This design comes from an exercise in tuning for small area on the open sky130 flow, not from production work.
In this exercise RTL edits were held to simulation tests only and were not proved equivalent to the original.

==> flow/design.v (outline; a module is shown in full before it is edited, if it fits) <==
// module dac_cond_channel: 97 lines
// module dac_cond_fa: 4 lines
// module dac_cond_ha: 4 lines
// module dac_cond_sel: 3 lines
// module dac_cond_sel0: 3 lines
// module dac_cond_x: 3 lines
// module dac_cond_xn: 3 lines
// module dac_cond_mul_a: 904 lines
// module dac_cond_mul_c: 890 lines
// module dac_output_conditioner: 76 lines
module dac_output_conditioner
#(
  parameter int DAC_DATA_WIDTH = 14,
  parameter int IN_DATA_WIDTH  = 16,
  parameter int GAIN_WIDTH     = 16
) (
  input  logic                             aclk,
  input  logic                             rst,
  input  logic signed [IN_DATA_WIDTH-1:0]  in_a,
  input  logic signed [IN_DATA_WIDTH-1:0]  in_b,
  input  logic signed [GAIN_WIDTH-1:0]     gain_a,
  input  logic signed [GAIN_WIDTH-1:0]     gain_b,
  input  logic signed [DAC_DATA_WIDTH-1:0] offset_a,
  input  logic signed [DAC_DATA_WIDTH-1:0] offset_b,
  input  logic                             enable_a,
  input  logic                             enable_b,
  input  logic [dac_cond_pkg::ENV_W-1:0]   ramp_step,
  input  logic                             sat_clr,
  output logic signed [DAC_DATA_WIDTH-1:0] dat_a_o,
  output logic signed [DAC_DATA_WIDTH-1:0] dat_b_o,
  output logic [1:0]                       state_a,
  output logic [1:0]                       state_b,
  output logic [dac_cond_pkg::SAT_CNT_W-1:0] sat_cnt_a,
  output logic [dac_cond_pkg::SAT_CNT_W-1:0] sat_cnt_b
);
  // ...
==> flow/run.sh <==
#!/bin/bash
# synth_recipe.tcl (not shown) runs the flow's synth.tcl, then flattens the netlist and writes it again
# the make line also repeats each setting of config.mk as NAME=value (left out here)
make -C /OpenROAD-flow-scripts/flow DESIGN_CONFIG=/design/flow/config.mk WORK_HOME=/design/flow/orfs CLKGATE_MAP_FILE= SYNTH_SCRIPT=/design/flow/synth_recipe.tcl finish
==> flow/config.mk <==
export PLATFORM = sky130hd
export DESIGN_NAME = dac_output_conditioner
export DESIGN_NICKNAME = dac_output_conditioner
export VERILOG_FILES = /design/flow/design.v
export SDC_FILE = /design/flow/constraint.sdc
export NUM_CORES = 4
export LEC_CHECK = 0
export CAP_MARGIN = 20
export CORE_MARGIN = 2
export CORE_UTILIZATION = 40
export CTS_BUF_LIST = sky130_fd_sc_hd__clkbuf_4 sky130_fd_sc_hd__clkbuf_8
export SLEW_MARGIN = 20
export SYNTH_HIERARCHICAL = 1
==> flow/constraint.sdc <==
create_clock -name core_clock -period 8.0 [get_ports {aclk}]
set_input_delay 1.6000 -clock core_clock [delete_from_list [all_inputs] [get_ports {aclk}]]
set_output_delay 1.6000 -clock core_clock [all_outputs]
set_load 0.01 [all_outputs]
==> impl_metrics.env, run 1 <==
export IMPL_status="finished clean"
export IMPL_vias=24100
export IMPL_yosysTopAreaCell="fa_1"
export IMPL_fillCellCount=7074
export IMPL_yosysWarnings=8
export IMPL_rsz0062_at_grt="false"
export IMPL_postCtsHoldBufs=0
export IMPL_layout_non_clock_buffers=345
export IMPL_yosys_mux_area_fraction=0.00576
export IMPL_worst_clock_skew_ns=0.0181
export IMPL_wl_um=84600
export IMPL_yosys_top_cells_area="fa_1, dfxtp_1, o22ai_1, xnor2_1, xor2_1"
export IMPL_die_width_um=276
export IMPL_synth_top_family_by_area="adder cells"
export IMPL_root_buffer="clkbuf_8"
export IMPL_ant_nets=0
export IMPL_fin_area_um2=34100
export IMPL_area_share_nonclk_buffers=0.0889
export IMPL_clk_latency_ns=0.50
export IMPL_port_buffer_count=175
export IMPL_path_max_fanout=14
export IMPL_min_to="u_ch_a.p2d_q[1]"
export IMPL_overflow=0
export IMPL_multi_input_gates=2579
export IMPL_synth_simple_area_share=0.0770
export IMPL_fmax_mhz=132
export IMPL_fin_crit_ns=7.58
export IMPL_critPathLaunchType="flip-flop"
export IMPL_ctsResizeCount=0
export IMPL_met3_usage=0.0344
export IMPL_final_max_slew_viol_count=0
export IMPL_seq_cells=196
export IMPL_hold_ws_ns=0.321
export IMPL_crit_required_ns=8.37
export IMPL_cts_clk_slew_worst_paths_ns=0.10
==> run 2: changes to the inputs <==
--- a/flow/design.v
+++ b/flow/design.v
@@ -116,16 +116,23 @@
 module dac_cond_fa (input logic a, input logic b, input logic c, output logic s, output logic co);
   assign s  = a ^ b ^ c;
   assign co = (a & b) | (a & c) | (b & c);
 endmodule
 module dac_cond_ha (input logic a, input logic b, output logic s, output logic co);
   assign s  = a ^ b;
   assign co = a & b;
 endmodule
+module dac_cond_inv (input logic a, output logic y);
+  assign y = ~a;
+endmodule
+module dac_cond_enc (input logic b1, input logic b0, input logic bm1, output logic onen, output logic twon);
+  assign onen = ~(b0 ^ bm1);
+  assign twon = ~((b1 & ~b0 & ~bm1) | (~b1 & b0 & bm1));
+endmodule
 module dac_cond_sel (input logic onen, input logic twon, input logic x1n, input logic x0n, output logic y);
   assign y = ~((onen | x1n) & (twon | x0n));
 endmodule
 module dac_cond_sel0 (input logic onen, input logic x1n, output logic y);
   assign y = ~(onen | x1n);
 endmodule
 module dac_cond_x (input logic a, input logic b, output logic y);
   assign y = a ^ b;
@@ -134,582 +141,614 @@
   assign y = ~(a ^ b);
 endmodule
 module dac_cond_mul_a (
   input  logic [15:0] a,
   input  logic [15:0] b,
   input  logic [13:0] o,
   output logic [17:0] y
 );
-  wire [15:0] an = ~a;
+  wire [15:0] an0, an1;
+  dac_cond_inv uan0_0 (.a(a[0]), .y(an0[0]));
+  dac_cond_inv uan1_0 (.a(a[0]), .y(an1[0]));
+  dac_cond_inv uan0_1 (.a(a[1]), .y(an0[1]));
+  dac_cond_inv uan1_1 (.a(a[1]), .y(an1[1]));
+  dac_cond_inv uan0_2 (.a(a[2]), .y(an0[2]));
+  dac_cond_inv uan1_2 (.a(a[2]), .y(an1[2]));
+  dac_cond_inv uan0_3 (.a(a[3]), .y(an0[3]));
+  dac_cond_inv uan1_3 (.a(a[3]), .y(an1[3]));
+  dac_cond_inv uan0_4 (.a(a[4]), .y(an0[4]));
+  dac_cond_inv uan1_4 (.a(a[4]), .y(an1[4]));
+  dac_cond_inv uan0_5 (.a(a[5]), .y(an0[5]));
+  dac_cond_inv uan1_5 (.a(a[5]), .y(an1[5]));
+  dac_cond_inv uan0_6 (.a(a[6]), .y(an0[6]));
+  dac_cond_inv uan1_6 (.a(a[6]), .y(an1[6]));
+  dac_cond_inv uan0_7 (.a(a[7]), .y(an0[7]));
+  dac_cond_inv uan1_7 (.a(a[7]), .y(an1[7]));
+  dac_cond_inv uan0_8 (.a(a[8]), .y(an0[8]));
+  dac_cond_inv uan1_8 (.a(a[8]), .y(an1[8]));
+  dac_cond_inv uan0_9 (.a(a[9]), .y(an0[9]));
+  dac_cond_inv uan1_9 (.a(a[9]), .y(an1[9]));
+  dac_cond_inv uan0_10 (.a(a[10]), .y(an0[10]));
+  dac_cond_inv uan1_10 (.a(a[10]), .y(an1[10]));
+  dac_cond_inv uan0_11 (.a(a[11]), .y(an0[11]));
+  dac_cond_inv uan1_11 (.a(a[11]), .y(an1[11]));
+  dac_cond_inv uan0_12 (.a(a[12]), .y(an0[12]));
+  dac_cond_inv uan1_12 (.a(a[12]), .y(an1[12]));
+  dac_cond_inv uan0_13 (.a(a[13]), .y(an0[13]));
+  dac_cond_inv uan1_13 (.a(a[13]), .y(an1[13]));
+  dac_cond_inv uan0_14 (.a(a[14]), .y(an0[14]));
+  dac_cond_inv uan1_14 (.a(a[14]), .y(an1[14]));
+  dac_cond_inv uan0_15 (.a(a[15]), .y(an0[15]));
+  dac_cond_inv uan1_15 (.a(a[15]), .y(an1[15]));
   wire onen0 = ~(b[0] ^ 1'b0);
   wire twon1 = ~((b[1] & ~b[0] & ~1'b0) | (~b[1] & b[0] & 1'b0));
   wire sl2;
-  dac_cond_sel0 usl2 (.onen(onen0), .x1n(an[0]), .y(sl2));
+  dac_cond_sel0 usl2 (.onen(onen0), .x1n(an0[0]), .y(sl2));
   wire q3;
   dac_cond_x uq3 (.a(sl2), .b(b[1]), .y(q3));
   wire sl4;
-  dac_cond_sel usl4 (.onen(onen0), .twon(twon1), .x1n(an[1]), .x0n(an[0]), .y(sl4));
+  dac_cond_sel usl4 (.onen(onen0), .twon(twon1), .x1n(an0[1]), .x0n(an0[0]), .y(sl4));
   wire q5;
   dac_cond_x uq5 (.a(sl4), .b(b[1]), .y(q5));
   wire sl6;
-  dac_cond_sel usl6 (.onen(onen0), .twon(twon1), .x1n(an[2]), .x0n(an[1]), .y(sl6));
+  dac_cond_sel usl6 (.onen(onen0), .twon(twon1), .x1n(an0[2]), .x0n(an0[1]), .y(sl6));
   wire q7;
   dac_cond_x uq7 (.a(sl6), .b(b[1]), .y(q7));
   wire sl8;
-  dac_cond_sel usl8 (.onen(onen0), .twon(twon1), .x1n(an[3]), .x0n(an[2]), .y(sl8));
+  dac_cond_sel usl8 (.onen(onen0), .twon(twon1), .x1n(an0[3]), .x0n(an0[2]), .y(sl8));
   wire q9;
   dac_cond_x uq9 (.a(sl8), .b(b[1]), .y(q9));
   wire sl10;
-  dac_cond_sel usl10 (.onen(onen0), .twon(twon1), .x1n(an[4]), .x0n(an[3]), .y(sl10));
+  dac_cond_sel usl10 (.onen(onen0), .twon(twon1), .x1n(an0[4]), .x0n(an0[3]), .y(sl10));
   wire q11;
   dac_cond_x uq11 (.a(sl10), .b(b[1]), .y(q11));
   wire sl12;
-  dac_cond_sel usl12 (.onen(onen0), .twon(twon1), .x1n(an[5]), .x0n(an[4]), .y(sl12));
+  dac_cond_sel usl12 (.onen(onen0), .twon(twon1), .x1n(an0[5]), .x0n(an0[4]), .y(sl12));
   wire q13;
   dac_cond_x uq13 (.a(sl12), .b(b[1]), .y(q13));
   wire sl14;
-  dac_cond_sel usl14 (.onen(onen0), .twon(twon1), .x1n(an[6]), .x0n(an[5]), .y(sl14));
+  dac_cond_sel usl14 (.onen(onen0), .twon(twon1), .x1n(an0[6]), .x0n(an0[5]), .y(sl14));
   wire q15;
   dac_cond_x uq15 (.a(sl14), .b(b[1]), .y(q15));
   wire sl16;
-  dac_cond_sel usl16 (.onen(onen0), .twon(twon1), .x1n(an[7]), .x0n(an[6]), .y(sl16));
+  dac_cond_sel usl16 (.onen(onen0), .twon(twon1), .x1n(an0[7]), .x0n(an0[6]), .y(sl16));
   wire q17;
   dac_cond_x uq17 (.a(sl16), .b(b[1]), .y(q17));
   wire sl18;
-  dac_cond_sel usl18 (.onen(onen0), .twon(twon1), .x1n(an[8]), .x0n(an[7]), .y(sl18));
+  dac_cond_sel usl18 (.onen(onen0), .twon(twon1), .x1n(an0[8]), .x0n(an0[7]), .y(sl18));
   wire q19;
   dac_cond_x uq19 (.a(sl18), .b(b[1]), .y(q19));
   wire sl20;
-  dac_cond_sel usl20 (.onen(onen0), .twon(twon1), .x1n(an[9]), .x0n(an[8]), .y(sl20));
+  dac_cond_sel usl20 (.onen(onen0), .twon(twon1), .x1n(an0[9]), .x0n(an0[8]), .y(sl20));
   wire q21;
   dac_cond_x uq21 (.a(sl20), .b(b[1]), .y(q21));
   wire sl22;
-  dac_cond_sel usl22 (.onen(onen0), .twon(twon1), .x1n(an[10]), .x0n(an[9]), .y(sl22));
+  dac_cond_sel usl22 (.onen(onen0), .twon(twon1), .x1n(an0[10]), .x0n(an0[9]), .y(sl22));
   wire q23;
   dac_cond_x uq23 (.a(sl22), .b(b[1]), .y(q23));
   wire sl24;
-  dac_cond_sel usl24 (.onen(onen0), .twon(twon1), .x1n(an[11]), .x0n(an[10]), .y(sl24));
+  dac_cond_sel usl24 (.onen(onen0), .twon(twon1), .x1n(an0[11]), .x0n(an0[10]), .y(sl24));
   wire q25;
   dac_cond_x uq25 (.a(sl24), .b(b[1]), .y(q25));
   wire sl26;
-  dac_cond_sel usl26 (.onen(onen0), .twon(twon1), .x1n(an[12]), .x0n(an[11]), .y(sl26));
+  dac_cond_sel usl26 (.onen(onen0), .twon(twon1), .x1n(an0[12]), .x0n(an0[11]), .y(sl26));
   wire q27;
   dac_cond_x uq27 (.a(sl26), .b(b[1]), .y(q27));
   wire sl28;
-  dac_cond_sel usl28 (.onen(onen0), .twon(twon1), .x1n(an[13]), .x0n(an[12]), .y(sl28));
+  dac_cond_sel usl28 (.onen(onen0), .twon(twon1), .x1n(an0[13]), .x0n(an0[12]), .y(sl28));
   wire q29;
   dac_cond_x uq29 (.a(sl28), .b(b[1]), .y(q29));
   wire sl30;
-  dac_cond_sel usl30 (.onen(onen0), .twon(twon1), .x1n(an[14]), .x0n(an[13]), .y(sl30));
+  dac_cond_sel usl30 (.onen(onen0), .twon(twon1), .x1n(an0[14]), .x0n(an0[13]), .y(sl30));
   wire q31;
   dac_cond_x uq31 (.a(sl30), .b(b[1]), .y(q31));
   wire sl32;
-  dac_cond_sel usl32 (.onen(onen0), .twon(twon1), .x1n(an[15]), .x0n(an[14]), .y(sl32));
+  dac_cond_sel usl32 (.onen(onen0), .twon(twon1), .x1n(an0[15]), .x0n(an0[14]), .y(sl32));
   wire q33;
   dac_cond_x uq33 (.a(sl32), .b(b[1]), .y(q33));
   wire sl34;
-  dac_cond_sel usl34 (.onen(onen0), .twon(twon1), .x1n(an[15]), .x0n(an[15]), .y(sl34));
+  dac_cond_sel usl34 (.onen(onen0), .twon(twon1), .x1n(an0[15]), .x0n(an0[15]), .y(sl34));
   wire q35;
   dac_cond_xn uq35 (.a(sl34), .b(b[1]), .y(q35));
   wire p36 = b[1];
   wire onen37 = ~(b[2] ^ b[1]);
   wire twon38 = ~((b[3] & ~b[2] & ~b[1]) | (~b[3] & b[2] & b[1]));
   wire sl39;
-  dac_cond_sel0 usl39 (.onen(onen37), .x1n(an[0]), .y(sl39));
+  dac_cond_sel0 usl39 (.onen(onen37), .x1n(an0[0]), .y(sl39));
   wire q40;
   dac_cond_x uq40 (.a(sl39), .b(b[3]), .y(q40));
   wire sl41;
-  dac_cond_sel usl41 (.onen(onen37), .twon(twon38), .x1n(an[1]), .x0n(an[0]), .y(sl41));
+  dac_cond_sel usl41 (.onen(onen37), .twon(twon38), .x1n(an0[1]), .x0n(an0[0]), .y(sl41));
   wire q42;
   dac_cond_x uq42 (.a(sl41), .b(b[3]), .y(q42));
   wire sl43;
-  dac_cond_sel usl43 (.onen(onen37), .twon(twon38), .x1n(an[2]), .x0n(an[1]), .y(sl43));
+  dac_cond_sel usl43 (.onen(onen37), .twon(twon38), .x1n(an0[2]), .x0n(an0[1]), .y(sl43));
   wire q44;
   dac_cond_x uq44 (.a(sl43), .b(b[3]), .y(q44));
   wire sl45;
-  dac_cond_sel usl45 (.onen(onen37), .twon(twon38), .x1n(an[3]), .x0n(an[2]), .y(sl45));
+  dac_cond_sel usl45 (.onen(onen37), .twon(twon38), .x1n(an0[3]), .x0n(an0[2]), .y(sl45));
   wire q46;
   dac_cond_x uq46 (.a(sl45), .b(b[3]), .y(q46));
   wire sl47;
-  dac_cond_sel usl47 (.onen(onen37), .twon(twon38), .x1n(an[4]), .x0n(an[3]), .y(sl47));
+  dac_cond_sel usl47 (.onen(onen37), .twon(twon38), .x1n(an0[4]), .x0n(an0[3]), .y(sl47));
   wire q48;
   dac_cond_x uq48 (.a(sl47), .b(b[3]), .y(q48));
   wire sl49;
-  dac_cond_sel usl49 (.onen(onen37), .twon(twon38), .x1n(an[5]), .x0n(an[4]), .y(sl49));
+  dac_cond_sel usl49 (.onen(onen37), .twon(twon38), .x1n(an0[5]), .x0n(an0[4]), .y(sl49));
   wire q50;
   dac_cond_x uq50 (.a(sl49), .b(b[3]), .y(q50));
   wire sl51;
-  dac_cond_sel usl51 (.onen(onen37), .twon(twon38), .x1n(an[6]), .x0n(an[5]), .y(sl51));
+  dac_cond_sel usl51 (.onen(onen37), .twon(twon38), .x1n(an0[6]), .x0n(an0[5]), .y(sl51));
   wire q52;
   dac_cond_x uq52 (.a(sl51), .b(b[3]), .y(q52));
   wire sl53;
-  dac_cond_sel usl53 (.onen(onen37), .twon(twon38), .x1n(an[7]), .x0n(an[6]), .y(sl53));
+  dac_cond_sel usl53 (.onen(onen37), .twon(twon38), .x1n(an0[7]), .x0n(an0[6]), .y(sl53));
   wire q54;
   dac_cond_x uq54 (.a(sl53), .b(b[3]), .y(q54));
   wire sl55;
-  dac_cond_sel usl55 (.onen(onen37), .twon(twon38), .x1n(an[8]), .x0n(an[7]), .y(sl55));
+  dac_cond_sel usl55 (.onen(onen37), .twon(twon38), .x1n(an0[8]), .x0n(an0[7]), .y(sl55));
   wire q56;
   dac_cond_x uq56 (.a(sl55), .b(b[3]), .y(q56));
   wire sl57;
-  dac_cond_sel usl57 (.onen(onen37), .twon(twon38), .x1n(an[9]), .x0n(an[8]), .y(sl57));
+  dac_cond_sel usl57 (.onen(onen37), .twon(twon38), .x1n(an0[9]), .x0n(an0[8]), .y(sl57));
   wire q58;
   dac_cond_x uq58 (.a(sl57), .b(b[3]), .y(q58));
   wire sl59;
-  dac_cond_sel usl59 (.onen(onen37), .twon(twon38), .x1n(an[10]), .x0n(an[9]), .y(sl59));
+  dac_cond_sel usl59 (.onen(onen37), .twon(twon38), .x1n(an0[10]), .x0n(an0[9]), .y(sl59));
   wire q60;
   dac_cond_x uq60 (.a(sl59), .b(b[3]), .y(q60));
   wire sl61;
-  dac_cond_sel usl61 (.onen(onen37), .twon(twon38), .x1n(an[11]), .x0n(an[10]), .y(sl61));
+  dac_cond_sel usl61 (.onen(onen37), .twon(twon38), .x1n(an0[11]), .x0n(an0[10]), .y(sl61));
   wire q62;
   dac_cond_x uq62 (.a(sl61), .b(b[3]), .y(q62));
   wire sl63;
-  dac_cond_sel usl63 (.onen(onen37), .twon(twon38), .x1n(an[12]), .x0n(an[11]), .y(sl63));
+  dac_cond_sel usl63 (.onen(onen37), .twon(twon38), .x1n(an0[12]), .x0n(an0[11]), .y(sl63));
   wire q64;
   dac_cond_x uq64 (.a(sl63), .b(b[3]), .y(q64));
   wire sl65;
-  dac_cond_sel usl65 (.onen(onen37), .twon(twon38), .x1n(an[13]), .x0n(an[12]), .y(sl65));
+  dac_cond_sel usl65 (.onen(onen37), .twon(twon38), .x1n(an0[13]), .x0n(an0[12]), .y(sl65));
   wire q66;
   dac_cond_x uq66 (.a(sl65), .b(b[3]), .y(q66));
   wire sl67;
-  dac_cond_sel usl67 (.onen(onen37), .twon(twon38), .x1n(an[14]), .x0n(an[13]), .y(sl67));
+  dac_cond_sel usl67 (.onen(onen37), .twon(twon38), .x1n(an0[14]), .x0n(an0[13]), .y(sl67));
   wire q68;
   dac_cond_x uq68 (.a(sl67), .b(b[3]), .y(q68));
   wire sl69;
-  dac_cond_sel usl69 (.onen(onen37), .twon(twon38), .x1n(an[15]), .x0n(an[14]), .y(sl69));
+  dac_cond_sel usl69 (.onen(onen37), .twon(twon38), .x1n(an0[15]), .x0n(an0[14]), .y(sl69));
   wire q70;
   dac_cond_x uq70 (.a(sl69), .b(b[3]), .y(q70));
   wire sl71;
-  dac_cond_sel usl71 (.onen(onen37), .twon(twon38), .x1n(an[15]), .x0n(an[15]), .y(sl71));
+  dac_cond_sel usl71 (.onen(onen37), .twon(twon38), .x1n(an0[15]), .x0n(an0[15]), .y(sl71));
   wire q72;
   dac_cond_xn uq72 (.a(sl71), .b(b[3]), .y(q72));
   wire p73 = b[3];
   wire onen74 = ~(b[4] ^ b[3]);
   wire twon75 = ~((b[5] & ~b[4] & ~b[3]) | (~b[5] & b[4] & b[3]));
   wire sl76;
-  dac_cond_sel0 usl76 (.onen(onen74), .x1n(an[0]), .y(sl76));
+  dac_cond_sel0 usl76 (.onen(onen74), .x1n(an0[0]), .y(sl76));
   wire q77;
   dac_cond_x uq77 (.a(sl76), .b(b[5]), .y(q77));
   wire sl78;
-  dac_cond_sel usl78 (.onen(onen74), .twon(twon75), .x1n(an[1]), .x0n(an[0]), .y(sl78));
+  dac_cond_sel usl78 (.onen(onen74), .twon(twon75), .x1n(an0[1]), .x0n(an0[0]), .y(sl78));
   wire q79;
   dac_cond_x uq79 (.a(sl78), .b(b[5]), .y(q79));
   wire sl80;
-  dac_cond_sel usl80 (.onen(onen74), .twon(twon75), .x1n(an[2]), .x0n(an[1]), .y(sl80));
+  dac_cond_sel usl80 (.onen(onen74), .twon(twon75), .x1n(an0[2]), .x0n(an0[1]), .y(sl80));
   wire q81;
   dac_cond_x uq81 (.a(sl80), .b(b[5]), .y(q81));
   wire sl82;
-  dac_cond_sel usl82 (.onen(onen74), .twon(twon75), .x1n(an[3]), .x0n(an[2]), .y(sl82));
+  dac_cond_sel usl82 (.onen(onen74), .twon(twon75), .x1n(an0[3]), .x0n(an0[2]), .y(sl82));
   wire q83;
   dac_cond_x uq83 (.a(sl82), .b(b[5]), .y(q83));
   wire sl84;
-  dac_cond_sel usl84 (.onen(onen74), .twon(twon75), .x1n(an[4]), .x0n(an[3]), .y(sl84));
+  dac_cond_sel usl84 (.onen(onen74), .twon(twon75), .x1n(an0[4]), .x0n(an0[3]), .y(sl84));
   wire q85;
   dac_cond_x uq85 (.a(sl84), .b(b[5]), .y(q85));
   wire sl86;
-  dac_cond_sel usl86 (.onen(onen74), .twon(twon75), .x1n(an[5]), .x0n(an[4]), .y(sl86));
+  dac_cond_sel usl86 (.onen(onen74), .twon(twon75), .x1n(an0[5]), .x0n(an0[4]), .y(sl86));
   wire q87;
   dac_cond_x uq87 (.a(sl86), .b(b[5]), .y(q87));
   wire sl88;
-  dac_cond_sel usl88 (.onen(onen74), .twon(twon75), .x1n(an[6]), .x0n(an[5]), .y(sl88));
+  dac_cond_sel usl88 (.onen(onen74), .twon(twon75), .x1n(an0[6]), .x0n(an0[5]), .y(sl88));
   wire q89;
   dac_cond_x uq89 (.a(sl88), .b(b[5]), .y(q89));
   wire sl90;
-  dac_cond_sel usl90 (.onen(onen74), .twon(twon75), .x1n(an[7]), .x0n(an[6]), .y(sl90));
+  dac_cond_sel usl90 (.onen(onen74), .twon(twon75), .x1n(an0[7]), .x0n(an0[6]), .y(sl90));
   wire q91;
   dac_cond_x uq91 (.a(sl90), .b(b[5]), .y(q91));
   wire sl92;
-  dac_cond_sel usl92 (.onen(onen74), .twon(twon75), .x1n(an[8]), .x0n(an[7]), .y(sl92));
+  dac_cond_sel usl92 (.onen(onen74), .twon(twon75), .x1n(an0[8]), .x0n(an0[7]), .y(sl92));
   wire q93;
   dac_cond_x uq93 (.a(sl92), .b(b[5]), .y(q93));
   wire sl94;
-  dac_cond_sel usl94 (.onen(onen74), .twon(twon75), .x1n(an[9]), .x0n(an[8]), .y(sl94));
+  dac_cond_sel usl94 (.onen(onen74), .twon(twon75), .x1n(an0[9]), .x0n(an0[8]), .y(sl94));
   wire q95;
   dac_cond_x uq95 (.a(sl94), .b(b[5]), .y(q95));
   wire sl96;
-  dac_cond_sel usl96 (.onen(onen74), .twon(twon75), .x1n(an[10]), .x0n(an[9]), .y(sl96));
+  dac_cond_sel usl96 (.onen(onen74), .twon(twon75), .x1n(an0[10]), .x0n(an0[9]), .y(sl96));
   wire q97;
   dac_cond_x uq97 (.a(sl96), .b(b[5]), .y(q97));
   wire sl98;
-  dac_cond_sel usl98 (.onen(onen74), .twon(twon75), .x1n(an[11]), .x0n(an[10]), .y(sl98));
+  dac_cond_sel usl98 (.onen(onen74), .twon(twon75), .x1n(an0[11]), .x0n(an0[10]), .y(sl98));
   wire q99;
   dac_cond_x uq99 (.a(sl98), .b(b[5]), .y(q99));
   wire sl100;
-  dac_cond_sel usl100 (.onen(onen74), .twon(twon75), .x1n(an[12]), .x0n(an[11]), .y(sl100));
+  dac_cond_sel usl100 (.onen(onen74), .twon(twon75), .x1n(an0[12]), .x0n(an0[11]), .y(sl100));
   wire q101;
   dac_cond_x uq101 (.a(sl100), .b(b[5]), .y(q101));
   wire sl102;
-  dac_cond_sel usl102 (.onen(onen74), .twon(twon75), .x1n(an[13]), .x0n(an[12]), .y(sl102));
+  dac_cond_sel usl102 (.onen(onen74), .twon(twon75), .x1n(an0[13]), .x0n(an0[12]), .y(sl102));
   wire q103;
   dac_cond_x uq103 (.a(sl102), .b(b[5]), .y(q103));
   wire sl104;
-  dac_cond_sel usl104 (.onen(onen74), .twon(twon75), .x1n(an[14]), .x0n(an[13]), .y(sl104));
+  dac_cond_sel usl104 (.onen(onen74), .twon(twon75), .x1n(an0[14]), .x0n(an0[13]), .y(sl104));
   wire q105;
   dac_cond_x uq105 (.a(sl104), .b(b[5]), .y(q105));
   wire sl106;
-  dac_cond_sel usl106 (.onen(onen74), .twon(twon75), .x1n(an[15]), .x0n(an[14]), .y(sl106));
+  dac_cond_sel usl106 (.onen(onen74), .twon(twon75), .x1n(an0[15]), .x0n(an0[14]), .y(sl106));
   wire q107;
   dac_cond_x uq107 (.a(sl106), .b(b[5]), .y(q107));
   wire sl108;
-  dac_cond_sel usl108 (.onen(onen74), .twon(twon75), .x1n(an[15]), .x0n(an[15]), .y(sl108));
+  dac_cond_sel usl108 (.onen(onen74), .twon(twon75), .x1n(an0[15]), .x0n(an0[15]), .y(sl108));
   wire q109;
   dac_cond_xn uq109 (.a(sl108), .b(b[5]), .y(q109));
   wire p110 = b[5];
   wire onen111 = ~(b[6] ^ b[5]);
   wire twon112 = ~((b[7] & ~b[6] & ~b[5]) | (~b[7] & b[6] & b[5]));
   wire sl113;
-  dac_cond_sel0 usl113 (.onen(onen111), .x1n(an[0]), .y(sl113));
+  dac_cond_sel0 usl113 (.onen(onen111), .x1n(an0[0]), .y(sl113));
   wire q114;
   dac_cond_x uq114 (.a(sl113), .b(b[7]), .y(q114));
   wire sl115;
-  dac_cond_sel usl115 (.onen(onen111), .twon(twon112), .x1n(an[1]), .x0n(an[0]), .y(sl115));
+  dac_cond_sel usl115 (.onen(onen111), .twon(twon112), .x1n(an0[1]), .x0n(an0[0]), .y(sl115));
   wire q116;
   dac_cond_x uq116 (.a(sl115), .b(b[7]), .y(q116));
   wire sl117;
-  dac_cond_sel usl117 (.onen(onen111), .twon(twon112), .x1n(an[2]), .x0n(an[1]), .y(sl117));
+  dac_cond_sel usl117 (.onen(onen111), .twon(twon112), .x1n(an0[2]), .x0n(an0[1]), .y(sl117));
   wire q118;
   dac_cond_x uq118 (.a(sl117), .b(b[7]), .y(q118));
   wire sl119;
-  dac_cond_sel usl119 (.onen(onen111), .twon(twon112), .x1n(an[3]), .x0n(an[2]), .y(sl119));
+  dac_cond_sel usl119 (.onen(onen111), .twon(twon112), .x1n(an0[3]), .x0n(an0[2]), .y(sl119));
   wire q120;
   dac_cond_x uq120 (.a(sl119), .b(b[7]), .y(q120));
   wire sl121;
-  dac_cond_sel usl121 (.onen(onen111), .twon(twon112), .x1n(an[4]), .x0n(an[3]), .y(sl121));
+  dac_cond_sel usl121 (.onen(onen111), .twon(twon112), .x1n(an0[4]), .x0n(an0[3]), .y(sl121));
   wire q122;
   dac_cond_x uq122 (.a(sl121), .b(b[7]), .y(q122));
   wire sl123;
-  dac_cond_sel usl123 (.onen(onen111), .twon(twon112), .x1n(an[5]), .x0n(an[4]), .y(sl123));
+  dac_cond_sel usl123 (.onen(onen111), .twon(twon112), .x1n(an0[5]), .x0n(an0[4]), .y(sl123));
   wire q124;
   dac_cond_x uq124 (.a(sl123), .b(b[7]), .y(q124));
   wire sl125;
-  dac_cond_sel usl125 (.onen(onen111), .twon(twon112), .x1n(an[6]), .x0n(an[5]), .y(sl125));
+  dac_cond_sel usl125 (.onen(onen111), .twon(twon112), .x1n(an0[6]), .x0n(an0[5]), .y(sl125));
   wire q126;
   dac_cond_x uq126 (.a(sl125), .b(b[7]), .y(q126));
   wire sl127;
-  dac_cond_sel usl127 (.onen(onen111), .twon(twon112), .x1n(an[7]), .x0n(an[6]), .y(sl127));
+  dac_cond_sel usl127 (.onen(onen111), .twon(twon112), .x1n(an0[7]), .x0n(an0[6]), .y(sl127));
   wire q128;
   dac_cond_x uq128 (.a(sl127), .b(b[7]), .y(q128));
   wire sl129;
-  dac_cond_sel usl129 (.onen(onen111), .twon(twon112), .x1n(an[8]), .x0n(an[7]), .y(sl129));
+  dac_cond_sel usl129 (.onen(onen111), .twon(twon112), .x1n(an0[8]), .x0n(an0[7]), .y(sl129));
   wire q130;
   dac_cond_x uq130 (.a(sl129), .b(b[7]), .y(q130));
   wire sl131;
-  dac_cond_sel usl131 (.onen(onen111), .twon(twon112), .x1n(an[9]), .x0n(an[8]), .y(sl131));
+  dac_cond_sel usl131 (.onen(onen111), .twon(twon112), .x1n(an0[9]), .x0n(an0[8]), .y(sl131));
   wire q132;
   dac_cond_x uq132 (.a(sl131), .b(b[7]), .y(q132));
   wire sl133;
-  dac_cond_sel usl133 (.onen(onen111), .twon(twon112), .x1n(an[10]), .x0n(an[9]), .y(sl133));
+  dac_cond_sel usl133 (.onen(onen111), .twon(twon112), .x1n(an0[10]), .x0n(an0[9]), .y(sl133));
   wire q134;
   dac_cond_x uq134 (.a(sl133), .b(b[7]), .y(q134));
   wire sl135;
-  dac_cond_sel usl135 (.onen(onen111), .twon(twon112), .x1n(an[11]), .x0n(an[10]), .y(sl135));
+  dac_cond_sel usl135 (.onen(onen111), .twon(twon112), .x1n(an0[11]), .x0n(an0[10]), .y(sl135));
   wire q136;
   dac_cond_x uq136 (.a(sl135), .b(b[7]), .y(q136));
   wire sl137;
-  dac_cond_sel usl137 (.onen(onen111), .twon(twon112), .x1n(an[12]), .x0n(an[11]), .y(sl137));
+  dac_cond_sel usl137 (.onen(onen111), .twon(twon112), .x1n(an0[12]), .x0n(an0[11]), .y(sl137));
   wire q138;
   dac_cond_x uq138 (.a(sl137), .b(b[7]), .y(q138));
   wire sl139;
-  dac_cond_sel usl139 (.onen(onen111), .twon(twon112), .x1n(an[13]), .x0n(an[12]), .y(sl139));
+  dac_cond_sel usl139 (.onen(onen111), .twon(twon112), .x1n(an0[13]), .x0n(an0[12]), .y(sl139));
   wire q140;
   dac_cond_x uq140 (.a(sl139), .b(b[7]), .y(q140));
   wire sl141;
-  dac_cond_sel usl141 (.onen(onen111), .twon(twon112), .x1n(an[14]), .x0n(an[13]), .y(sl141));
+  dac_cond_sel usl141 (.onen(onen111), .twon(twon112), .x1n(an0[14]), .x0n(an0[13]), .y(sl141));
   wire q142;
   dac_cond_x uq142 (.a(sl141), .b(b[7]), .y(q142));
   wire sl143;
-  dac_cond_sel usl143 (.onen(onen111), .twon(twon112), .x1n(an[15]), .x0n(an[14]), .y(sl143));
+  dac_cond_sel usl143 (.onen(onen111), .twon(twon112), .x1n(an0[15]), .x0n(an0[14]), .y(sl143));
   wire q144;
   dac_cond_x uq144 (.a(sl143), .b(b[7]), .y(q144));
   wire sl145;
-  dac_cond_sel usl145 (.onen(onen111), .twon(twon112), .x1n(an[15]), .x0n(an[15]), .y(sl145));
+  dac_cond_sel usl145 (.onen(onen111), .twon(twon112), .x1n(an0[15]), .x0n(an0[15]), .y(sl145));
   wire q146;
   dac_cond_xn uq146 (.a(sl145), .b(b[7]), .y(q146));
   wire p147 = b[7];
   wire onen148 = ~(b[8] ^ b[7]);
   wire twon149 = ~((b[9] & ~b[8] & ~b[7]) | (~b[9] & b[8] & b[7]));
   wire sl150;
-  dac_cond_sel0 usl150 (.onen(onen148), .x1n(an[0]), .y(sl150));
+  dac_cond_sel0 usl150 (.onen(onen148), .x1n(an1[0]), .y(sl150));
   wire q151;
   dac_cond_x uq151 (.a(sl150), .b(b[9]), .y(q151));
   wire sl152;
-  dac_cond_sel usl152 (.onen(onen148), .twon(twon149), .x1n(an[1]), .x0n(an[0]), .y(sl152));
+  dac_cond_sel usl152 (.onen(onen148), .twon(twon149), .x1n(an1[1]), .x0n(an1[0]), .y(sl152));
   wire q153;
   dac_cond_x uq153 (.a(sl152), .b(b[9]), .y(q153));
   wire sl154;
-  dac_cond_sel usl154 (.onen(onen148), .twon(twon149), .x1n(an[2]), .x0n(an[1]), .y(sl154));
+  dac_cond_sel usl154 (.onen(onen148), .twon(twon149), .x1n(an1[2]), .x0n(an1[1]), .y(sl154));
   wire q155;
   dac_cond_x uq155 (.a(sl154), .b(b[9]), .y(q155));
   wire sl156;
-  dac_cond_sel usl156 (.onen(onen148), .twon(twon149), .x1n(an[3]), .x0n(an[2]), .y(sl156));
+  dac_cond_sel usl156 (.onen(onen148), .twon(twon149), .x1n(an1[3]), .x0n(an1[2]), .y(sl156));
   wire q157;
   dac_cond_x uq157 (.a(sl156), .b(b[9]), .y(q157));
   wire sl158;
-  dac_cond_sel usl158 (.onen(onen148), .twon(twon149), .x1n(an[4]), .x0n(an[3]), .y(sl158));
+  dac_cond_sel usl158 (.onen(onen148), .twon(twon149), .x1n(an1[4]), .x0n(an1[3]), .y(sl158));
   wire q159;
   dac_cond_x uq159 (.a(sl158), .b(b[9]), .y(q159));
   wire sl160;
-  dac_cond_sel usl160 (.onen(onen148), .twon(twon149), .x1n(an[5]), .x0n(an[4]), .y(sl160));
+  dac_cond_sel usl160 (.onen(onen148), .twon(twon149), .x1n(an1[5]), .x0n(an1[4]), .y(sl160));
   wire q161;
   dac_cond_x uq161 (.a(sl160), .b(b[9]), .y(q161));
   wire sl162;
-  dac_cond_sel usl162 (.onen(onen148), .twon(twon149), .x1n(an[6]), .x0n(an[5]), .y(sl162));
+  dac_cond_sel usl162 (.onen(onen148), .twon(twon149), .x1n(an1[6]), .x0n(an1[5]), .y(sl162));
   wire q163;
   dac_cond_x uq163 (.a(sl162), .b(b[9]), .y(q163));
   wire sl164;
-  dac_cond_sel usl164 (.onen(onen148), .twon(twon149), .x1n(an[7]), .x0n(an[6]), .y(sl164));
+  dac_cond_sel usl164 (.onen(onen148), .twon(twon149), .x1n(an1[7]), .x0n(an1[6]), .y(sl164));
   wire q165;
   dac_cond_x uq165 (.a(sl164), .b(b[9]), .y(q165));
   wire sl166;
-  dac_cond_sel usl166 (.onen(onen148), .twon(twon149), .x1n(an[8]), .x0n(an[7]), .y(sl166));
+  dac_cond_sel usl166 (.onen(onen148), .twon(twon149), .x1n(an1[8]), .x0n(an1[7]), .y(sl166));
   wire q167;
   dac_cond_x uq167 (.a(sl166), .b(b[9]), .y(q167));
   wire sl168;
-  dac_cond_sel usl168 (.onen(onen148), .twon(twon149), .x1n(an[9]), .x0n(an[8]), .y(sl168));
+  dac_cond_sel usl168 (.onen(onen148), .twon(twon149), .x1n(an1[9]), .x0n(an1[8]), .y(sl168));
   wire q169;
   dac_cond_x uq169 (.a(sl168), .b(b[9]), .y(q169));
   wire sl170;
-  dac_cond_sel usl170 (.onen(onen148), .twon(twon149), .x1n(an[10]), .x0n(an[9]), .y(sl170));
+  dac_cond_sel usl170 (.onen(onen148), .twon(twon149), .x1n(an1[10]), .x0n(an1[9]), .y(sl170));
   wire q171;
   dac_cond_x uq171 (.a(sl170), .b(b[9]), .y(q171));
   wire sl172;
-  dac_cond_sel usl172 (.onen(onen148), .twon(twon149), .x1n(an[11]), .x0n(an[10]), .y(sl172));
+  dac_cond_sel usl172 (.onen(onen148), .twon(twon149), .x1n(an1[11]), .x0n(an1[10]), .y(sl172));
   wire q173;
   dac_cond_x uq173 (.a(sl172), .b(b[9]), .y(q173));
   wire sl174;
-  dac_cond_sel usl174 (.onen(onen148), .twon(twon149), .x1n(an[12]), .x0n(an[11]), .y(sl174));
+  dac_cond_sel usl174 (.onen(onen148), .twon(twon149), .x1n(an1[12]), .x0n(an1[11]), .y(sl174));
   wire q175;
   dac_cond_x uq175 (.a(sl174), .b(b[9]), .y(q175));
   wire sl176;
-  dac_cond_sel usl176 (.onen(onen148), .twon(twon149), .x1n(an[13]), .x0n(an[12]), .y(sl176));
+  dac_cond_sel usl176 (.onen(onen148), .twon(twon149), .x1n(an1[13]), .x0n(an1[12]), .y(sl176));
   wire q177;
   dac_cond_x uq177 (.a(sl176), .b(b[9]), .y(q177));
   wire sl178;
-  dac_cond_sel usl178 (.onen(onen148), .twon(twon149), .x1n(an[14]), .x0n(an[13]), .y(sl178));
+  dac_cond_sel usl178 (.onen(onen148), .twon(twon149), .x1n(an1[14]), .x0n(an1[13]), .y(sl178));
   wire q179;
   dac_cond_x uq179 (.a(sl178), .b(b[9]), .y(q179));
   wire sl180;
-  dac_cond_sel usl180 (.onen(onen148), .twon(twon149), .x1n(an[15]), .x0n(an[14]), .y(sl180));
+  dac_cond_sel usl180 (.onen(onen148), .twon(twon149), .x1n(an1[15]), .x0n(an1[14]), .y(sl180));
   wire q181;
   dac_cond_x uq181 (.a(sl180), .b(b[9]), .y(q181));
   wire sl182;
-  dac_cond_sel usl182 (.onen(onen148), .twon(twon149), .x1n(an[15]), .x0n(an[15]), .y(sl182));
+  dac_cond_sel usl182 (.onen(onen148), .twon(twon149), .x1n(an1[15]), .x0n(an1[15]), .y(sl182));
   wire q183;
   dac_cond_xn uq183 (.a(sl182), .b(b[9]), .y(q183));
   wire p184 = b[9];
   wire onen185 = ~(b[10] ^ b[9]);
   wire twon186 = ~((b[11] & ~b[10] & ~b[9]) | (~b[11] & b[10] & b[9]));
   wire sl187;
-  dac_cond_sel0 usl187 (.onen(onen185), .x1n(an[0]), .y(sl187));
+  dac_cond_sel0 usl187 (.onen(onen185), .x1n(an1[0]), .y(sl187));
   wire q188;
   dac_cond_x uq188 (.a(sl187), .b(b[11]), .y(q188));
   wire sl189;
-  dac_cond_sel usl189 (.onen(onen185), .twon(twon186), .x1n(an[1]), .x0n(an[0]), .y(sl189));
+  dac_cond_sel usl189 (.onen(onen185), .twon(twon186), .x1n(an1[1]), .x0n(an1[0]), .y(sl189));
   wire q190;
   dac_cond_x uq190 (.a(sl189), .b(b[11]), .y(q190));
   wire sl191;
-  dac_cond_sel usl191 (.onen(onen185), .twon(twon186), .x1n(an[2]), .x0n(an[1]), .y(sl191));
+  dac_cond_sel usl191 (.onen(onen185), .twon(twon186), .x1n(an1[2]), .x0n(an1[1]), .y(sl191));
   wire q192;
   dac_cond_x uq192 (.a(sl191), .b(b[11]), .y(q192));
   wire sl193;
-  dac_cond_sel usl193 (.onen(onen185), .twon(twon186), .x1n(an[3]), .x0n(an[2]), .y(sl193));
+  dac_cond_sel usl193 (.onen(onen185), .twon(twon186), .x1n(an1[3]), .x0n(an1[2]), .y(sl193));
   wire q194;
   dac_cond_x uq194 (.a(sl193), .b(b[11]), .y(q194));
   wire sl195;
-  dac_cond_sel usl195 (.onen(onen185), .twon(twon186), .x1n(an[4]), .x0n(an[3]), .y(sl195));
+  dac_cond_sel usl195 (.onen(onen185), .twon(twon186), .x1n(an1[4]), .x0n(an1[3]), .y(sl195));
   wire q196;
   dac_cond_x uq196 (.a(sl195), .b(b[11]), .y(q196));
   wire sl197;
-  dac_cond_sel usl197 (.onen(onen185), .twon(twon186), .x1n(an[5]), .x0n(an[4]), .y(sl197));
+  dac_cond_sel usl197 (.onen(onen185), .twon(twon186), .x1n(an1[5]), .x0n(an1[4]), .y(sl197));
   wire q198;
   dac_cond_x uq198 (.a(sl197), .b(b[11]), .y(q198));
   wire sl199;
-  dac_cond_sel usl199 (.onen(onen185), .twon(twon186), .x1n(an[6]), .x0n(an[5]), .y(sl199));
+  dac_cond_sel usl199 (.onen(onen185), .twon(twon186), .x1n(an1[6]), .x0n(an1[5]), .y(sl199));
   wire q200;
   dac_cond_x uq200 (.a(sl199), .b(b[11]), .y(q200));
   wire sl201;
-  dac_cond_sel usl201 (.onen(onen185), .twon(twon186), .x1n(an[7]), .x0n(an[6]), .y(sl201));
+  dac_cond_sel usl201 (.onen(onen185), .twon(twon186), .x1n(an1[7]), .x0n(an1[6]), .y(sl201));
   wire q202;
   dac_cond_x uq202 (.a(sl201), .b(b[11]), .y(q202));
   wire sl203;
-  dac_cond_sel usl203 (.onen(onen185), .twon(twon186), .x1n(an[8]), .x0n(an[7]), .y(sl203));
+  dac_cond_sel usl203 (.onen(onen185), .twon(twon186), .x1n(an1[8]), .x0n(an1[7]), .y(sl203));
   wire q204;
   dac_cond_x uq204 (.a(sl203), .b(b[11]), .y(q204));
   wire sl205;
-  dac_cond_sel usl205 (.onen(onen185), .twon(twon186), .x1n(an[9]), .x0n(an[8]), .y(sl205));
+  dac_cond_sel usl205 (.onen(onen185), .twon(twon186), .x1n(an1[9]), .x0n(an1[8]), .y(sl205));
   wire q206;
   dac_cond_x uq206 (.a(sl205), .b(b[11]), .y(q206));
   wire sl207;
-  dac_cond_sel usl207 (.onen(onen185), .twon(twon186), .x1n(an[10]), .x0n(an[9]), .y(sl207));
+  dac_cond_sel usl207 (.onen(onen185), .twon(twon186), .x1n(an1[10]), .x0n(an1[9]), .y(sl207));
   wire q208;
   dac_cond_x uq208 (.a(sl207), .b(b[11]), .y(q208));
   wire sl209;
-  dac_cond_sel usl209 (.onen(onen185), .twon(twon186), .x1n(an[11]), .x0n(an[10]), .y(sl209));
+  dac_cond_sel usl209 (.onen(onen185), .twon(twon186), .x1n(an1[11]), .x0n(an1[10]), .y(sl209));
   wire q210;
   dac_cond_x uq210 (.a(sl209), .b(b[11]), .y(q210));
   wire sl211;
-  dac_cond_sel usl211 (.onen(onen185), .twon(twon186), .x1n(an[12]), .x0n(an[11]), .y(sl211));
+  dac_cond_sel usl211 (.onen(onen185), .twon(twon186), .x1n(an1[12]), .x0n(an1[11]), .y(sl211));
   wire q212;
   dac_cond_x uq212 (.a(sl211), .b(b[11]), .y(q212));
   wire sl213;
-  dac_cond_sel usl213 (.onen(onen185), .twon(twon186), .x1n(an[13]), .x0n(an[12]), .y(sl213));
+  dac_cond_sel usl213 (.onen(onen185), .twon(twon186), .x1n(an1[13]), .x0n(an1[12]), .y(sl213));
   wire q214;
   dac_cond_x uq214 (.a(sl213), .b(b[11]), .y(q214));
   wire sl215;
-  dac_cond_sel usl215 (.onen(onen185), .twon(twon186), .x1n(an[14]), .x0n(an[13]), .y(sl215));
+  dac_cond_sel usl215 (.onen(onen185), .twon(twon186), .x1n(an1[14]), .x0n(an1[13]), .y(sl215));
   wire q216;
   dac_cond_x uq216 (.a(sl215), .b(b[11]), .y(q216));
   wire sl217;
-  dac_cond_sel usl217 (.onen(onen185), .twon(twon186), .x1n(an[15]), .x0n(an[14]), .y(sl217));
+  dac_cond_sel usl217 (.onen(onen185), .twon(twon186), .x1n(an1[15]), .x0n(an1[14]), .y(sl217));
   wire q218;
   dac_cond_x uq218 (.a(sl217), .b(b[11]), .y(q218));
   wire sl219;
-  dac_cond_sel usl219 (.onen(onen185), .twon(twon186), .x1n(an[15]), .x0n(an[15]), .y(sl219));
+  dac_cond_sel usl219 (.onen(onen185), .twon(twon186), .x1n(an1[15]), .x0n(an1[15]), .y(sl219));
   wire q220;
   dac_cond_xn uq220 (.a(sl219), .b(b[11]), .y(q220));
   wire p221 = b[11];
   wire onen222 = ~(b[12] ^ b[11]);
   wire twon223 = ~((b[13] & ~b[12] & ~b[11]) | (~b[13] & b[12] & b[11]));
   wire sl224;
-  dac_cond_sel0 usl224 (.onen(onen222), .x1n(an[0]), .y(sl224));
+  dac_cond_sel0 usl224 (.onen(onen222), .x1n(an1[0]), .y(sl224));
   wire q225;
   dac_cond_x uq225 (.a(sl224), .b(b[13]), .y(q225));
   wire sl226;
-  dac_cond_sel usl226 (.onen(onen222), .twon(twon223), .x1n(an[1]), .x0n(an[0]), .y(sl226));
+  dac_cond_sel usl226 (.onen(onen222), .twon(twon223), .x1n(an1[1]), .x0n(an1[0]), .y(sl226));
   wire q227;
   dac_cond_x uq227 (.a(sl226), .b(b[13]), .y(q227));
   wire sl228;
-  dac_cond_sel usl228 (.onen(onen222), .twon(twon223), .x1n(an[2]), .x0n(an[1]), .y(sl228));
+  dac_cond_sel usl228 (.onen(onen222), .twon(twon223), .x1n(an1[2]), .x0n(an1[1]), .y(sl228));
   wire q229;
   dac_cond_x uq229 (.a(sl228), .b(b[13]), .y(q229));
   wire sl230;
-  dac_cond_sel usl230 (.onen(onen222), .twon(twon223), .x1n(an[3]), .x0n(an[2]), .y(sl230));
+  dac_cond_sel usl230 (.onen(onen222), .twon(twon223), .x1n(an1[3]), .x0n(an1[2]), .y(sl230));
   wire q231;
   dac_cond_x uq231 (.a(sl230), .b(b[13]), .y(q231));
   wire sl232;
-  dac_cond_sel usl232 (.onen(onen222), .twon(twon223), .x1n(an[4]), .x0n(an[3]), .y(sl232));
+  dac_cond_sel usl232 (.onen(onen222), .twon(twon223), .x1n(an1[4]), .x0n(an1[3]), .y(sl232));
   wire q233;
   dac_cond_x uq233 (.a(sl232), .b(b[13]), .y(q233));
   wire sl234;
-  dac_cond_sel usl234 (.onen(onen222), .twon(twon223), .x1n(an[5]), .x0n(an[4]), .y(sl234));
+  dac_cond_sel usl234 (.onen(onen222), .twon(twon223), .x1n(an1[5]), .x0n(an1[4]), .y(sl234));
   wire q235;
   dac_cond_x uq235 (.a(sl234), .b(b[13]), .y(q235));
   wire sl236;
-  dac_cond_sel usl236 (.onen(onen222), .twon(twon223), .x1n(an[6]), .x0n(an[5]), .y(sl236));
+  dac_cond_sel usl236 (.onen(onen222), .twon(twon223), .x1n(an1[6]), .x0n(an1[5]), .y(sl236));
   wire q237;
   dac_cond_x uq237 (.a(sl236), .b(b[13]), .y(q237));
   wire sl238;
-  dac_cond_sel usl238 (.onen(onen222), .twon(twon223), .x1n(an[7]), .x0n(an[6]), .y(sl238));
+  dac_cond_sel usl238 (.onen(onen222), .twon(twon223), .x1n(an1[7]), .x0n(an1[6]), .y(sl238));
   wire q239;
   dac_cond_x uq239 (.a(sl238), .b(b[13]), .y(q239));
   wire sl240;
-  dac_cond_sel usl240 (.onen(onen222), .twon(twon223), .x1n(an[8]), .x0n(an[7]), .y(sl240));
+  dac_cond_sel usl240 (.onen(onen222), .twon(twon223), .x1n(an1[8]), .x0n(an1[7]), .y(sl240));
   wire q241;
   dac_cond_x uq241 (.a(sl240), .b(b[13]), .y(q241));
   wire sl242;
-  dac_cond_sel usl242 (.onen(onen222), .twon(twon223), .x1n(an[9]), .x0n(an[8]), .y(sl242));
+  dac_cond_sel usl242 (.onen(onen222), .twon(twon223), .x1n(an1[9]), .x0n(an1[8]), .y(sl242));
   wire q243;
   dac_cond_x uq243 (.a(sl242), .b(b[13]), .y(q243));
   wire sl244;
-  dac_cond_sel usl244 (.onen(onen222), .twon(twon223), .x1n(an[10]), .x0n(an[9]), .y(sl244));
+  dac_cond_sel usl244 (.onen(onen222), .twon(twon223), .x1n(an1[10]), .x0n(an1[9]), .y(sl244));
   wire q245;
   dac_cond_x uq245 (.a(sl244), .b(b[13]), .y(q245));
   wire sl246;
-  dac_cond_sel usl246 (.onen(onen222), .twon(twon223), .x1n(an[11]), .x0n(an[10]), .y(sl246));
+  dac_cond_sel usl246 (.onen(onen222), .twon(twon223), .x1n(an1[11]), .x0n(an1[10]), .y(sl246));
   wire q247;
   dac_cond_x uq247 (.a(sl246), .b(b[13]), .y(q247));
   wire sl248;
-  dac_cond_sel usl248 (.onen(onen222), .twon(twon223), .x1n(an[12]), .x0n(an[11]), .y(sl248));
+  dac_cond_sel usl248 (.onen(onen222), .twon(twon223), .x1n(an1[12]), .x0n(an1[11]), .y(sl248));
   wire q249;
   dac_cond_x uq249 (.a(sl248), .b(b[13]), .y(q249));
   wire sl250;
-  dac_cond_sel usl250 (.onen(onen222), .twon(twon223), .x1n(an[13]), .x0n(an[12]), .y(sl250));
+  dac_cond_sel usl250 (.onen(onen222), .twon(twon223), .x1n(an1[13]), .x0n(an1[12]), .y(sl250));
   wire q251;
   dac_cond_x uq251 (.a(sl250), .b(b[13]), .y(q251));
   wire sl252;
-  dac_cond_sel usl252 (.onen(onen222), .twon(twon223), .x1n(an[14]), .x0n(an[13]), .y(sl252));
+  dac_cond_sel usl252 (.onen(onen222), .twon(twon223), .x1n(an1[14]), .x0n(an1[13]), .y(sl252));
   wire q253;
   dac_cond_x uq253 (.a(sl252), .b(b[13]), .y(q253));
   wire sl254;
-  dac_cond_sel usl254 (.onen(onen222), .twon(twon223), .x1n(an[15]), .x0n(an[14]), .y(sl254));
+  dac_cond_sel usl254 (.onen(onen222), .twon(twon223), .x1n(an1[15]), .x0n(an1[14]), .y(sl254));
   wire q255;
   dac_cond_x uq255 (.a(sl254), .b(b[13]), .y(q255));
   wire sl256;
-  dac_cond_sel usl256 (.onen(onen222), .twon(twon223), .x1n(an[15]), .x0n(an[15]), .y(sl256));
+  dac_cond_sel usl256 (.onen(onen222), .twon(twon223), .x1n(an1[15]), .x0n(an1[15]), .y(sl256));
   wire q257;
   dac_cond_xn uq257 (.a(sl256), .b(b[13]), .y(q257));
   wire p258 = b[13];
   wire onen259 = ~(b[14] ^ b[13]);
   wire twon260 = ~((b[15] & ~b[14] & ~b[13]) | (~b[15] & b[14] & b[13]));
   wire sl261;
-  dac_cond_sel0 usl261 (.onen(onen259), .x1n(an[0]), .y(sl261));
+  dac_cond_sel0 usl261 (.onen(onen259), .x1n(an1[0]), .y(sl261));
   wire q262;
   dac_cond_x uq262 (.a(sl261), .b(b[15]), .y(q262));
   wire sl263;
-  dac_cond_sel usl263 (.onen(onen259), .twon(twon260), .x1n(an[1]), .x0n(an[0]), .y(sl263));
+  dac_cond_sel usl263 (.onen(onen259), .twon(twon260), .x1n(an1[1]), .x0n(an1[0]), .y(sl263));
   wire q264;
   dac_cond_x uq264 (.a(sl263), .b(b[15]), .y(q264));
   wire sl265;
-  dac_cond_sel usl265 (.onen(onen259), .twon(twon260), .x1n(an[2]), .x0n(an[1]), .y(sl265));
+  dac_cond_sel usl265 (.onen(onen259), .twon(twon260), .x1n(an1[2]), .x0n(an1[1]), .y(sl265));
   wire q266;
   dac_cond_x uq266 (.a(sl265), .b(b[15]), .y(q266));
   wire sl267;
-  dac_cond_sel usl267 (.onen(onen259), .twon(twon260), .x1n(an[3]), .x0n(an[2]), .y(sl267));
+  dac_cond_sel usl267 (.onen(onen259), .twon(twon260), .x1n(an1[3]), .x0n(an1[2]), .y(sl267));
   wire q268;
   dac_cond_x uq268 (.a(sl267), .b(b[15]), .y(q268));
   wire sl269;
-  dac_cond_sel usl269 (.onen(onen259), .twon(twon260), .x1n(an[4]), .x0n(an[3]), .y(sl269));
+  dac_cond_sel usl269 (.onen(onen259), .twon(twon260), .x1n(an1[4]), .x0n(an1[3]), .y(sl269));
   wire q270;
   dac_cond_x uq270 (.a(sl269), .b(b[15]), .y(q270));
   wire sl271;
-  dac_cond_sel usl271 (.onen(onen259), .twon(twon260), .x1n(an[5]), .x0n(an[4]), .y(sl271));
+  dac_cond_sel usl271 (.onen(onen259), .twon(twon260), .x1n(an1[5]), .x0n(an1[4]), .y(sl271));
   wire q272;
   dac_cond_x uq272 (.a(sl271), .b(b[15]), .y(q272));
   wire sl273;
-  dac_cond_sel usl273 (.onen(onen259), .twon(twon260), .x1n(an[6]), .x0n(an[5]), .y(sl273));
+  dac_cond_sel usl273 (.onen(onen259), .twon(twon260), .x1n(an1[6]), .x0n(an1[5]), .y(sl273));
   wire q274;
   dac_cond_x uq274 (.a(sl273), .b(b[15]), .y(q274));
   wire sl275;
-  dac_cond_sel usl275 (.onen(onen259), .twon(twon260), .x1n(an[7]), .x0n(an[6]), .y(sl275));
+  dac_cond_sel usl275 (.onen(onen259), .twon(twon260), .x1n(an1[7]), .x0n(an1[6]), .y(sl275));
   wire q276;
   dac_cond_x uq276 (.a(sl275), .b(b[15]), .y(q276));
   wire sl277;
-  dac_cond_sel usl277 (.onen(onen259), .twon(twon260), .x1n(an[8]), .x0n(an[7]), .y(sl277));
+  dac_cond_sel usl277 (.onen(onen259), .twon(twon260), .x1n(an1[8]), .x0n(an1[7]), .y(sl277));
   wire q278;
   dac_cond_x uq278 (.a(sl277), .b(b[15]), .y(q278));
   wire sl279;
-  dac_cond_sel usl279 (.onen(onen259), .twon(twon260), .x1n(an[9]), .x0n(an[8]), .y(sl279));
+  dac_cond_sel usl279 (.onen(onen259), .twon(twon260), .x1n(an1[9]), .x0n(an1[8]), .y(sl279));
   wire q280;
   dac_cond_x uq280 (.a(sl279), .b(b[15]), .y(q280));
   wire sl281;
-  dac_cond_sel usl281 (.onen(onen259), .twon(twon260), .x1n(an[10]), .x0n(an[9]), .y(sl281));
+  dac_cond_sel usl281 (.onen(onen259), .twon(twon260), .x1n(an1[10]), .x0n(an1[9]), .y(sl281));
   wire q282;
   dac_cond_x uq282 (.a(sl281), .b(b[15]), .y(q282));
   wire sl283;
-  dac_cond_sel usl283 (.onen(onen259), .twon(twon260), .x1n(an[11]), .x0n(an[10]), .y(sl283));
+  dac_cond_sel usl283 (.onen(onen259), .twon(twon260), .x1n(an1[11]), .x0n(an1[10]), .y(sl283));
   wire q284;
   dac_cond_x uq284 (.a(sl283), .b(b[15]), .y(q284));
   wire sl285;
-  dac_cond_sel usl285 (.onen(onen259), .twon(twon260), .x1n(an[12]), .x0n(an[11]), .y(sl285));
+  dac_cond_sel usl285 (.onen(onen259), .twon(twon260), .x1n(an1[12]), .x0n(an1[11]), .y(sl285));
   wire q286;
   dac_cond_x uq286 (.a(sl285), .b(b[15]), .y(q286));
   wire sl287;
-  dac_cond_sel usl287 (.onen(onen259), .twon(twon260), .x1n(an[13]), .x0n(an[12]), .y(sl287));
+  dac_cond_sel usl287 (.onen(onen259), .twon(twon260), .x1n(an1[13]), .x0n(an1[12]), .y(sl287));
   wire q288;
   dac_cond_x uq288 (.a(sl287), .b(b[15]), .y(q288));
   wire sl289;
-  dac_cond_sel usl289 (.onen(onen259), .twon(twon260), .x1n(an[14]), .x0n(an[13]), .y(sl289));
+  dac_cond_sel usl289 (.onen(onen259), .twon(twon260), .x1n(an1[14]), .x0n(an1[13]), .y(sl289));
   wire q290;
   dac_cond_x uq290 (.a(sl289), .b(b[15]), .y(q290));
   wire sl291;
-  dac_cond_sel usl291 (.onen(onen259), .twon(twon260), .x1n(an[15]), .x0n(an[14]), .y(sl291));
+  dac_cond_sel usl291 (.onen(onen259), .twon(twon260), .x1n(an1[15]), .x0n(an1[14]), .y(sl291));
   wire q292;
   dac_cond_x uq292 (.a(sl291), .b(b[15]), .y(q292));
   wire sl293;
-  dac_cond_sel usl293 (.onen(onen259), .twon(twon260), .x1n(an[15]), .x0n(an[15]), .y(sl293));
+  dac_cond_sel usl293 (.onen(onen259), .twon(twon260), .x1n(an1[15]), .x0n(an1[15]), .y(sl293));
   wire q294;
   dac_cond_xn uq294 (.a(sl293), .b(b[15]), .y(q294));
   wire p295 = b[15];
   wire p296 = o[0];
   wire p297 = o[1];
   wire p298 = o[2];
   wire p299 = o[3];
   wire p300 = o[4];
==> impl_metrics.env, run 2 <==
export IMPL_synth_most_common_cell="o22ai_1"
export IMPL_fmax_mhz=133
export IMPL_wl_um=82600
export IMPL_critPathLaunchType="flip-flop"
export IMPL_register_area_um2=3920
export IMPL_yosysWarnings=8
export IMPL_setup_tns_ns=0
export IMPL_hpwlAfterDp_um=66400
export IMPL_grt_max_degree=29
export IMPL_synth_adder_area_share=0.378
export IMPL_layout_drive_gt1_share=0.0643
export IMPL_fin_crit_ns=7.54
export IMPL_start_util=0.405
export IMPL_cts_tree="yes"
export IMPL_rsz0062_at_grt="false"
export IMPL_final_common_cell="o22ai_1"
export IMPL_period_share=0.942
export IMPL_syn_avg_cell_area_um2=9.69
export IMPL_overflow=0
export IMPL_fillCellCount=7033
export IMPL_core_area_um2=73200
export IMPL_worst_path_most_repeated_cell="fa_1"
export IMPL_area_delta_synth_final_pct=14.2
export IMPL_grt_usage=0.214
export IMPL_vias=24000
export IMPL_grt_pass1_vias=23700
export IMPL_status="finished clean"
export IMPL_clk_latency_ns=0.51
export IMPL_rrSetupSlack_ns=0.46
export IMPL_cts_clk_slew_worst_paths_ns=0.09
export IMPL_die_height_um=276
export IMPL_synthTopCellsByCount="o22ai_1, fa_1, xnor2_1"
export IMPL_die_area_um2=76300
export IMPL_mostFrequentLayoutCells="o22ai_1, fa_1, xnor2_1"
export IMPL_cts_setup_buffers=0
export IMPL_arrival_ns=7.91
export IMPL_synth_top_family_by_area="adder cells"
export IMPL_ys_types=65
export IMPL_final_max_slew_viol_count=0
export IMPL_setup_viol=0
export IMPL_crit_required_ns=8.37
export IMPL_yosys_top_cells_area="fa_1, dfxtp_1, o22ai_1, xnor2_1, xor2_1"
export IMPL_avgRoutedWirePerCell_um=19.1
export IMPL_drv_cap=0
export IMPL_root_buffer="clkbuf_8"
export IMPL_critPathMaxStageDelay_ns=0.87
export IMPL_synthXorXnorAreaFrac=0.196
export IMPL_yosys_mux_area_fraction=0.00574
export IMPL_worst_clock_skew_ns=0.0154
export IMPL_post_route_drc_count=0
export IMPL_grt_pass1_wl_um=133000
export IMPL_ys_seq_area_frac=0.132
export IMPL_syn_area_um2=29700
export IMPL_num_rows=99
export IMPL_path_class="flip-flop to flip-flop"
export IMPL_synth_simple_area_share=0.0769
export IMPL_syn_instance_count=3062
export IMPL_hold_class="flip-flop to flip-flop"
export IMPL_multi_input_area_um2=24600
export IMPL_cts_num_sinks=196
export IMPL_yosysTopAreaCell="fa_1"
export IMPL_tightest_slew_ns=1.15
export IMPL_hold_violations=0
export IMPL_path_max_fanout=14
export IMPL_final_nets=4106
export IMPL_place_congestion=0.910
export IMPL_ctsResizeCount=0
export IMPL_drt_iter0_markers=2234
export IMPL_synth_seq_cells=196
export IMPL_cts_htree_levels=4
export IMPL_cts_buffers=17
export IMPL_ys_flop_type="dfxtp_1"
export IMPL_slew_limit_headroom=0.229
export IMPL_antenna_found_initial=5
export IMPL_synth_compound_gate_area_share=0.172
export IMPL_viasPerCell=5.52
export IMPL_port_buffer_count=175
export IMPL_drtPass1Iterations=6
export IMPL_postCtsHoldBufs=0
export IMPL_worstSetupEndpointType="flip-flop"
export IMPL_ys_async_sr_fraction=0
export IMPL_clockBufferDepth=2
export IMPL_ios=176
export IMPL_slowest_stage="xnor2_1"
export IMPL_synth_edf_count=0
export IMPL_ant_nets=0
export IMPL_die_width_um=276
export IMPL_netlist_area_leader_share=0.290
[run 2: changes by cell type in the layout (fill, tap and decap cells not counted), sizes merged, moves of 2 or more]
cell,before,now
inv,229,265
o21ai,76,78
o41ai,2,0
buf,170,131
nand3,14,16
[run 2: routing by layer]
metal  share of wire  vias up  global-route usage
li1                -    11300                   -
met1            0.47    11600               0.317
met2            0.44      952               0.331
met3           0.074       78              0.0319
met4           0.014        6              0.0444
met5         0.00050        -                   0
[run 2: area by class of cell]
type | count | area share
multi-input cells | 2581 | 0.727
inverters | 261 | 0.0290
clock inverters | 14 | 0.00495
clock buffers | 18 | 0.00731
diodes | 2 | 0.000148
repair buffers | 306 | 0.0807
flip-flops and latches | 196 | 0.116
well taps | 959 | 0.0354
[run 2: metrics by stage]
step                      area (um^2)  setup slack [ns]   util  hold WS [ns]  cells
after CTS                       33900             0.478  0.463         0.335   4335
final                           33900             0.462  0.463         0.333   4337
after floorplan                 29700             0.819      -         0.310   3066
after global placement          33500             0.170  0.457         0.311   4303
after detailed placement        33500            0.0988  0.457         0.312   4303
after global routing            33900            0.0232  0.463         0.338   4336
[run 2: worst paths after layout]
path	from	cells after the start	to
worst max-delay path	u_ch_b.p2d_q[3]	26	u_ch_b.c_q[6]
worst min-delay path	u_ch_b.p2_q[16]	0	u_ch_b.p2d_q[16]
worst max register to register	u_ch_b.p2d_q[3]	26	u_ch_b.c_q[6]
worst min register to register	u_ch_b.p2_q[16]	0	u_ch_b.p2d_q[16]
[run 2: per-module statistics from Yosys (local to each module, per instance), a selection]
| module | cells inside | cell area (um^2) |
|---|---|---|
| dac_cond_mul_c | 243 | 1650 |
| dac_cond_mul_a | 201 | 1330 |
| dac_output_conditioner | 16 | 131 |
| dac_cond_fa | 1 | 20.0 |
| dac_cond_xn | 1 | 8.76 |
| dac_cond_sel | 1 | 6.26 |
| dac_cond_sel0 | 1 | 3.75 |
| dac_cond_inv | 1 | 3.75 |
[run 2: logic make-up after synthesis]
family,after synthesis
xor gates and xnor gates,665
adders and majority gates,639
other,4
DFF,196
muxes,16
buffers and inverters,289
and+or+nand+nor,450
AOI/OAI and AO/OA,803
[run 2: critical path: cells and delay by family (launching register included)]
kind	cells	cell delay, ns
compound gates	9	1.89
xor+xnor	3	1.35
fa+ha+maj	6	2.69
buf+inv	1	0.04
flops	1	0.49
simple gates	7	0.96

-- re-timing with driven ports --
The flow's constraints put no driver on any port. The routed layouts listed below were extracted and timed again, unchanged, in two steps. Step 1: set_driving_cell puts a clkbuf_16 on aclk and a buf_2 on each other input, an assumption about the parent block. Step 2 adds t to the input delays and takes it off the output delays; t is the mean of the earliest and latest rising clock arrival at the registers after step 1. Input paths then give back, and output paths get back, about the clock's delay inside the block. Three values: no drivers, after step 1, after step 2; two values: the first two.
run	shift t [ns]	setup WS [ns]	worst setup path after step 2	pins driven straight from the clock port
run 1	0.546	0.417 / 0.417 / 0.097	input to register	1
run 2	0.550	0.462 / 0.462 / 0.039	input to register	1
After both steps every run listed still meets setup and hold. For run 2, which loses most, drivers alone change the setup slack by 0.000 ns; drivers and shift together by -0.423 ns.
